Context: an optimization exercise on an open-source flow, tuned for small area, a short achievable clock period and few clock cycles per item. The choices shown serve that exercise and are no tape-out recipe. Function was checked by simulation only, so behaviour that the tests miss may differ from the original.

==> flow/design.v <==
`timescale 1ns / 1ps
package fgdc_pkg;
	localparam logic [31:0] POLY32 = 32'h82F6_3B78;
	localparam logic [31:0] POLY16 = 32'h0000_A001;
	localparam logic [15:0] CRC16_INIT = 16'hFFFF;
	localparam logic [1:0] MODE_NONE   = 2'd0;
	localparam logic [1:0] MODE_META   = 2'd1;
	localparam logic [1:0] MODE_LEGACY = 2'd2;
	localparam int REG_INDEX_W = 3;
	localparam logic [REG_INDEX_W-1:0] REG_MODE      = 3'd0;
	localparam logic [REG_INDEX_W-1:0] REG_SEED      = 3'd1;
	localparam logic [REG_INDEX_W-1:0] REG_VID_LOW   = 3'd2;
	localparam logic [REG_INDEX_W-1:0] REG_VID_HIGH  = 3'd3;
	localparam logic [REG_INDEX_W-1:0] REG_DESC_SIZE = 3'd4;
	localparam logic [REG_INDEX_W-1:0] REG_WIDE      = 3'd5;
	function automatic logic [31:0] step8(input logic [31:0] c, input logic [31:0] poly);
		logic [31:0] r;
		r = c;
		for (int k = 0; k < 8; k++) begin
			r = r[0] ? ((r >> 1) ^ poly) : (r >> 1);
		end
		step8 = r;
	endfunction
	function automatic logic [15:0] crc16_byte(input logic [15:0] c, input logic [7:0] b);
		logic [15:0] r;
		r = c ^ {8'h0, b};
		for (int k = 0; k < 8; k++) begin
			r = r[0] ? ((r >> 1) ^ 16'hA001) : (r >> 1);
		end
		crc16_byte = r;
	endfunction
	function automatic logic [15:0] uuid_crc_zero();
		logic [15:0] c;
		c = CRC16_INIT;
		for (int i = 0; i < 16; i++) begin
			c = crc16_byte(c, 8'h00);
		end
		uuid_crc_zero = c;
	endfunction
	localparam logic [15:0] UUID_CRC_RESET = uuid_crc_zero();
endpackage
`timescale 1ns / 1ps
`timescale 1ns / 1ps
module fs_group_descriptor_checksum_core #(
	parameter logic [6:0] MAX_DESC_BYTES = 7'd64
) (
	input  logic                               clk,
	input  logic                               arst_n,
	input  logic                               cfg_valid,
	output logic                               cfg_ready,
	input  logic [fgdc_pkg::REG_INDEX_W-1:0]   cfg_index,
	input  logic [63:0]                        cfg_data,
	input  logic                               in_valid,
	output logic                               in_ready,
	input  logic [31:0]                        group_number,
	input  logic [7:0]                         data_byte,
	input  logic                               first_byte,
	input  logic                               last_byte,
	output logic                               out_valid,
	input  logic                               out_ready,
	output logic [15:0]                        checksum,
	output logic                               checksum_valid
);
	logic        meta_q;       
	logic        leg_q;        
	logic [31:0] seed_q;
	logic        sok_q;        
	logic [15:0] vla_q;        
	logic [15:0] vhb_q;        
	logic        uok_q;        
	logic        span64_q;     
	logic [4:0]  span_lo_q;    
	logic        wide_q;
	logic [31:0] crc_q;
	logic [7:0]  ib_q;         
	logic        hv_q;         
	logic        hl_q;         
	logic        hs_q;         
	logic [6:0]  pos_q;        
	logic        op_pre_q;     
	logic [1:0]  pcnt_q;       
	logic        op_clr_q;     
	logic        op_dat_q;     
	logic        op_cz_q;      
	logic        ej_q;         
	logic        vlow_q;       
	logic        in_rdy_q;
	logic        cfg_rdy_q;
	logic        ov_q;
	logic        cv_q;
	logic        in_acc, first_acc, cfg_acc, det, det_vid, busy, proc_h, produce, fold_h;
	logic        e_meta, e_leg, e_hold;
	logic [31:0] x, y, r_step, kstart;
	logic [15:0] ucrc;
	logic [7:0]  cfg_byte;
	logic [6:0]  npos;
	logic        n_field, n_step;
	logic        op_pre_n, op_clr_n, op_dat_n, op_cz_n, cop_q, cop_n, hv_n, hl_n, ov_n;
	assign in_acc    = in_valid && in_rdy_q;
	assign first_acc = in_acc && first_byte;
	assign cfg_acc   = cfg_valid && cfg_rdy_q;
	assign cop_q     = op_clr_q || op_dat_q || op_cz_q;
	assign busy      = op_pre_q || cop_q;
	assign det       = cfg_valid && !cfg_rdy_q && !cop_q;
	assign det_vid   = det && (cfg_index == fgdc_pkg::REG_VID_LOW ||
		cfg_index == fgdc_pkg::REG_VID_HIGH);
	assign proc_h    = hv_q && !busy;
	assign produce   = proc_h && hl_q;
	assign fold_h    = proc_h && hs_q;
	assign npos    = pos_q[6] ? pos_q : pos_q + 7'd1;
	assign n_field = (npos[6:1] == 6'b001111);
	assign n_step  = !npos[6] && (!npos[5] || span64_q || (npos[4:0] < span_lo_q)) &&
		!(leg_q && (n_field || (npos[5] && !wide_q)));
	assign cfg_byte = cfg_data[{pos_q[2:0], 3'b000} +: 8];
	assign e_meta = meta_q && (op_pre_q || fold_h);
	assign e_leg  = (leg_q && (op_pre_q || fold_h)) || op_dat_q || op_cz_q;
	assign e_hold = !(busy || fold_h);
	assign x = crc_q ^ {24'h0, ej_q ? ib_q : 8'h00};
	assign y = (e_meta ? fgdc_pkg::step8(x, fgdc_pkg::POLY32) : 32'h0) |
		(e_leg ? fgdc_pkg::step8(x, fgdc_pkg::POLY16) : 32'h0);
	assign r_step = y | (e_hold ? crc_q : 32'h0);
	assign ucrc   = fgdc_pkg::UUID_CRC_RESET ^ (uok_q ? (vla_q ^ vhb_q) : 16'h0);
	assign kstart = ((meta_q && sok_q) ? seed_q : 32'h0) | (meta_q ? 32'h0 : {16'h0, ucrc});
	assign op_pre_n = first_acc || (op_pre_q && pcnt_q != 2'd0);
	assign op_clr_n = det_vid;
	assign op_dat_n = cop_q && pos_q <= 7'd7;
	assign op_cz_n  = cop_q && vlow_q && pos_q >= 7'd8 && pos_q <= 7'd15;
	assign cop_n    = op_clr_n || op_dat_n || op_cz_n;
	assign hv_n = in_acc || (hv_q && !proc_h);
	assign hl_n = in_acc ? last_byte : hl_q;
	assign ov_n = produce || (ov_q && !out_ready);
	always_ff @(posedge clk or negedge arst_n) begin
		if (!arst_n) begin
			meta_q    <= 1'b0;
			leg_q     <= 1'b0;
			sok_q     <= 1'b0;
			uok_q     <= 1'b0;
			span64_q  <= 1'b0;
			span_lo_q <= '0;
			wide_q    <= 1'b0;
		end else begin
			if (cfg_acc) begin
				case (cfg_index)
					fgdc_pkg::REG_MODE: begin
						meta_q <= (cfg_data[1:0] == fgdc_pkg::MODE_META);
						leg_q  <= (cfg_data[1:0] == fgdc_pkg::MODE_LEGACY);
					end
					fgdc_pkg::REG_SEED: sok_q <= 1'b1;
					fgdc_pkg::REG_DESC_SIZE: begin
						span64_q  <= cfg_data[6];
						span_lo_q <= (cfg_data[6] || !cfg_data[5]) ? 5'd0 : cfg_data[4:0];
					end
					fgdc_pkg::REG_WIDE: wide_q <= cfg_data[0];
					default: ;
				endcase
			end
			if (op_clr_q) begin
				uok_q <= 1'b1;
			end
		end
	end
	always_ff @(posedge clk) begin
		if (cfg_acc && cfg_index == fgdc_pkg::REG_SEED) begin
			seed_q <= cfg_data[31:0];
		end
		if ((op_dat_q && pos_q == 7'd8 && !vlow_q) || (op_clr_q && !uok_q && vlow_q)) begin
			vhb_q <= y[15:0];
		end
		if ((op_cz_q && pos_q == 7'd16) || (op_clr_q && !uok_q && !vlow_q)) begin
			vla_q <= y[15:0];
		end
	end
	always_ff @(posedge clk or negedge arst_n) begin
		if (!arst_n) begin
			hv_q      <= 1'b0;
			op_pre_q  <= 1'b0;
			op_clr_q  <= 1'b0;
			op_dat_q  <= 1'b0;
			op_cz_q   <= 1'b0;
			ov_q      <= 1'b0;
		end else begin
			hv_q      <= hv_n;
			op_pre_q  <= op_pre_n;
			op_clr_q  <= op_clr_n;
			op_dat_q  <= op_dat_n;
			op_cz_q   <= op_cz_n;
			ov_q      <= ov_n;
		end
	end
	always_ff @(posedge clk) begin
		in_rdy_q  <= !(op_pre_n || cop_n) && !(hv_n && hl_n) && !ov_n;
		cfg_rdy_q <= (det && !det_vid) || (op_dat_q && pos_q == 7'd7);
		cv_q      <= meta_q || leg_q;
	end
	always_ff @(posedge clk) begin
		crc_q <= first_acc ? (kstart ^ group_number) : r_step;
		ej_q  <= !(op_pre_n || op_cz_n);
		if (first_acc) begin
			pcnt_q <= 2'd3;
		end else if (op_pre_q) begin
			pcnt_q <= pcnt_q - 2'd1;
		end
		if (in_acc) begin
			ib_q  <= (!first_byte && n_field) ? 8'h00 : data_byte;
			hl_q  <= last_byte;
			hs_q  <= first_byte || n_step;
			pos_q <= first_byte ? 7'd0 : npos;
		end else begin
			if (cop_q && pos_q <= 7'd7) begin
				ib_q <= cfg_byte;
			end
			if (det_vid) begin
				pos_q <= 7'd0;
			end else if (cop_q) begin
				pos_q <= npos;
			end
		end
		if (det_vid) begin
			vlow_q <= (cfg_index == fgdc_pkg::REG_VID_LOW);
		end
	end
	assign in_ready       = in_rdy_q;
	assign cfg_ready      = cfg_rdy_q;
	assign out_valid      = ov_q;
	assign checksum       = crc_q[15:0];
	assign checksum_valid = cv_q;
endmodule
export LEC_CHECK = 0
export ABC_CLOCK_PERIOD_IN_PS = 3000
export CAP_MARGIN = 20
export CORE_MARGIN = 2
export CORE_UTILIZATION = 60
export CTS_BUF_LIST = sky130_fd_sc_hd__clkbuf_8
export CTS_CLUSTER_SIZE = 20
export SLEW_MARGIN = 20
create_clock -name core_clock -period 10.0 [get_ports {clk}]
standard.sh (not shown) runs the stock make flow with config.mk's settings and CLKGATE_MAP_FILE= SYNTH_SCRIPT=/design/flow/synth_recipe.tcl, a recipe that flattens the netlist after the stock synthesis.
==> flow/flow/run.sh <==
#!/bin/bash
# Standard layout, with plain buffers on the ports and timing repair aiming for a larger
# setup slack than the clock needs.
set -euo pipefail
bash standard.sh "BUFFER_PORTS_ARGS=-buffer_cell sky130_fd_sc_hd__buf_1" SETUP_SLACK_MARGIN=7 finish > standard_flow.log 2>&1
The starting point finished clean.
Testbench counts at the start, summed over its fixed seeds: cycles 43,384, items 37,992.
Change:
==> flow/flow/run.sh (replaced) <==
#!/bin/bash
# Standard layout, with plain buffers on the ports and timing repair aiming for a larger
# setup slack than the clock needs.
set -euo pipefail
bash standard.sh "BUFFER_PORTS_ARGS=-buffer_cell sky130_fd_sc_hd__buf_1" SETUP_SLACK_MARGIN=7.1 finish > standard_flow.log 2>&1
Settings changed: ABC_CLOCK_PERIOD_IN_PS 3000 to not set.
Outcome: The new run ran to the end with no violations. Sequential share of layout area went down by 1.7 points. Synthesized area stays the same. Routed wire length went up by 5.5%. Setup slack degrades by 28 ps. Design area went up by 4.7%. Synthesized cell count does not change.
Change:
==> flow/flow/run.sh (replaced) <==
#!/bin/bash
# Standard layout, with plain buffers on the ports and timing repair aiming for a larger
# setup slack than the clock needs.
set -euo pipefail
bash standard.sh "BUFFER_PORTS_ARGS=-buffer_cell sky130_fd_sc_hd__buf_1" SETUP_SLACK_MARGIN=7 finish > standard_flow.log 2>&1
Outcome: Critical path depth is unchanged. Non-clock buffer count shrinks by 26. Wire length is lower by 5.3%. Clock-buffer cell count rose by 2. Clock skew is about the same. Cell area falls by about 4.5%. Setup slack gets better by 28 ps. First-iteration DRC count goes down by about 33%.
Change:
Settings changed: TNS_END_PERCENT set to 30.
Final area fell by 0.44%.
Core utilization is lower by 0.31 points.
Synthesized cell count is unchanged.
Non-clock buffer count went up by 1.
Change:
Settings changed: CAP_MARGIN 20 to 0, CTS_BUF_LIST sky130_fd_sc_hd__clkbuf_8 to not set, CTS_CLUSTER_SIZE 20 to not set, SLEW_MARGIN 20 to 0, TNS_END_PERCENT 30 to not set.
What happened: The new run passed the timing, design-rule and antenna checks; final area rises by 1.8%; global-route usage decreases by 0.88 points; register-to-register slack loses 40 ps; wire length drops by 0.85%.
Change:
Settings changed: CAP_MARGIN 0 to 20, SLEW_MARGIN 0 to 20.
=> The changed run produced a clean layout. Area after synthesis does not change. Synthesized cell count stays the same. Sequential share of layout area does not change. Worst setup slack does not change. Sequential cell count stays the same. Hold slack is unchanged. Core utilization stays the same. Maximum frequency stays the same.

========
Another version of the RTL of fs_group_descriptor_checksum_core (not shown whole).
Size in the first run: ~1000 cells after synthesis, ~150 flip-flops, about 0.0088 sq mm of cells after synthesis.
Settings: LEC_CHECK=0, ABC_AREA=1, CAP_MARGIN=20, CORE_MARGIN=2, CORE_UTILIZATION=60, SLEW_MARGIN=20; clock period 10.0 ns.
==> flow/flow/run.sh <==
#!/bin/bash
# Standard layout, with plain buffers on the ports and timing repair aiming for a larger
# setup slack than the clock needs.
set -euo pipefail
bash standard.sh "BUFFER_PORTS_ARGS=-buffer_cell sky130_fd_sc_hd__buf_1" SETUP_SLACK_MARGIN=7 finish > standard_flow.log 2>&1
Testbench counts at the start, summed over its fixed seeds: cycles 41,912, items 37,992.
Next try:
==> flow/flow/run.sh (replaced) <==
#!/bin/bash
# Standard layout, with plain buffers on the ports and timing repair aiming for a larger
# setup slack than the clock needs.
set -euo pipefail
bash standard.sh "BUFFER_PORTS_ARGS=-buffer_cell sky130_fd_sc_hd__buf_1" SETUP_SLACK_MARGIN=7.4 finish > standard_flow.log 2>&1
--- a/flow/config.mk
+++ b/flow/config.mk
@@ -7,3 +7,2 @@
 export LEC_CHECK = 0
-export ABC_AREA = 1
 export CAP_MARGIN = 20
Synthesized area drops by 2.8%.
Global-route usage rose by 5.2 points.
Cell area is higher by 16%.
Via count shrinks by 3.8%.
Count of clock-buffer cells in the layout is higher by 1.
Die area falls by 2.7%.
Fmax increases by 0.66%.
Hold slack is better by 0.0062 ns.
Next try:
==> flow/flow/run.sh (replaced) <==
#!/bin/bash
# Standard layout, with plain buffers on the ports and timing repair aiming for a larger
# setup slack than the clock needs.
set -euo pipefail
bash standard.sh "BUFFER_PORTS_ARGS=-buffer_cell sky130_fd_sc_hd__buf_1" SETUP_SLACK_MARGIN=6.8 finish > standard_flow.log 2>&1
Setup slack loses 0.096 ns.
Sequential share of layout area went up by 7.0 points.
Die area stays the same.
Next try:
==> flow/flow/run.sh (replaced) <==
#!/bin/bash
# Standard layout, with plain buffers on the ports and timing repair aiming for a larger
# setup slack than the clock needs.
set -euo pipefail
bash standard.sh "BUFFER_PORTS_ARGS=-buffer_cell sky130_fd_sc_hd__buf_1" SETUP_SLACK_MARGIN=7 finish > standard_flow.log 2>&1
--- a/flow/config.mk
+++ b/flow/config.mk
@@ -9,3 +9,3 @@
 export CORE_MARGIN = 2
-export CORE_UTILIZATION = 60
+export CORE_UTILIZATION = 65
 export SLEW_MARGIN = 20
What happened: Die area is lower by 7.4%. Global-route usage is higher by 2.5 points. Cell area increases by 2.1%. Worst hold slack is better by 0.034 ns. Register-to-register slack gets better by 0.16 ns.

========
try-fjord:
fs_group_descriptor_checksum_core again, from the RTL that the note above started with.
export LEC_CHECK = 0
export CAP_MARGIN = 20
export CORE_MARGIN = 2
export CORE_UTILIZATION = 70
export PLACE_DENSITY = 0.75
export SLEW_MARGIN = 20
create_clock -name core_clock -period 10.0 [get_ports {clk}]
==> flow/flow/run.sh <==
#!/bin/bash
# Standard layout, with plain buffers on the ports and timing repair aiming for a larger
# setup slack than the clock needs.
set -euo pipefail
bash standard.sh "BUFFER_PORTS_ARGS=-buffer_cell sky130_fd_sc_hd__buf_1" SETUP_SLACK_MARGIN=7 finish > standard_flow.log 2>&1
Testbench counts of try-fjord, summed over its fixed seeds: cycles 41,912, items 37,992.
--- input diff try-fjord..try-tundra ---
- CTS_BUF_LIST newly set to sky130_fd_sc_hd__clkbuf_8
- CORE_UTILIZATION changed from 70 to 75
- CTS_CLUSTER_SIZE newly set to 20
- PLACE_DENSITY removed (was 0.75)
[summary]
Weighted congestion reported at the end of routability-driven placement ended up about 12% higher on try-tundra than on try-fjord. Taking try-fjord as the reference, in try-tundra flip-flop and latch count held, row count went down 2, share of cell area taken by muxes after synthesis held.
Input changes introduced in try-cedar (baseline for comparison: try-tundra):
- CORE_UTILIZATION: 75 -> 60
==> comparison <==
- NOTE number of placement rows try-tundra->try-cedar increased by more than 10%
- Reported for try-cedar and try-tundra, synthesized net count turned out identical to the last digit.
- try-cedar and try-tundra ended up with roughly the same portion of the clock cycle consumed by the worst path in the final layout.
- Clock buffer instance count of the final layout, try-cedar and try-tundra: lower on try-cedar
- Reported for try-cedar and try-tundra, fraction of the mapped netlist area in adder cells turned out identical to the last digit.
- Going from try-tundra to try-cedar, post-route worst setup slack decreased by 0.0042 ns relative to the old numbers, inserted tap cell count moved up, met2 track demand over resource went down by 18 points, storage element area comparable.
diff inputs: try-cedar => try-quartz
- removing CTS_BUF_LIST (formerly sky130_fd_sc_hd__clkbuf_8)
- changing CAP_MARGIN from 20 to 0
- changing SLEW_MARGIN from 20 to 0
- removing CTS_CLUSTER_SIZE (formerly 20)
- try-cedar and try-quartz ended up with nearly the same number of synthesized flops with an enable pin.
- try-cedar → try-quartz: tightest hold margin lost 0.0032 ns; highest clock rate picked up an extra 1.6%; sequential share of layout area lost 0.68 points.
- Summary of the comparison: wire length on met2 is higher in try-quartz, relative to try-cedar.
The following lists how try-amber was set up differently from try-quartz:
- CAP_MARGIN now 20, was 0
- SLEW_MARGIN now 20, was 0
### Flow results
- Fraction of standard cell area that is sequential delta (try-amber -> try-quartz): insignificant
- Re residual overflow from global routing: no difference whatsoever between try-amber and try-quartz.
- try-quartz and try-amber ended up with roughly the same core utilization.
- Per the comparison of try-amber with try-quartz, number of search-and-repair iterations in the first detailed-routing pass went down by 2, final area was more or less identical.

==> afterwards: timing with drivers on the ports <==
How much do the figures lean on ideal ports? The routed layouts below were timed once more, with nothing changed but the port constraints. Step 1: set_driving_cell puts a clkbuf_16 on clk and a buf_2 on each other input, an assumption about the parent block. Step 2, shift: input delay + t, output delay - t, t = (earliest + latest rising clock arrival at the registers) / 2. This alone moves slack from input paths to output paths. Three values: ideal, step 1, step 2; two values: the first two.
| run | t, ns | setup WS [ns] | worst setup path at the end |
|---|---|---|---|
| the first run of note 1 | 0.481 | 7.019 / 6.986 / 6.574 | input to register |
| the second run of note 1 | 0.492 | 6.991 / 6.957 / 6.645 | input to register |
| the third run of note 1 | 0.481 | 7.019 / 6.986 / 6.574 | input to register |
| the fourth run of note 1 | 0.489 | 6.904 / 6.868 / 6.469 | input to register |
| the fifth run of note 1 | 0.451 | 7.032 / 6.994 / 6.612 | input to register |
| the sixth run of note 1 | 0.451 | 7.032 / 6.994 / 6.612 | input to register |
| the first run of note 2 | 0.466 | 6.987 / 6.945 / 6.629 | input to register |
| the second run of note 2 | 0.471 | 7.007 / 6.964 / 6.673 | input to register |
| the third run of note 2 | 0.463 | 6.911 / 6.911 / 6.496 | input to register |
| the fourth run of note 2 | 0.468 | 6.984 / 6.943 / 6.636 | input to register |
| try-fjord | 0.462 | 6.980 / 6.941 / 6.590 | input to register |
| try-tundra | 0.499 | 6.958 / 6.919 / 6.543 | input to register |
| try-cedar | 0.482 | 6.954 / 6.920 / 6.594 | input to register |
| try-quartz | 0.464 | 7.002 / 6.961 / 6.597 | input to register |
| try-amber | 0.467 | 6.997 / 6.955 / 6.600 | input to register |
After both steps every run listed still meets setup and hold.
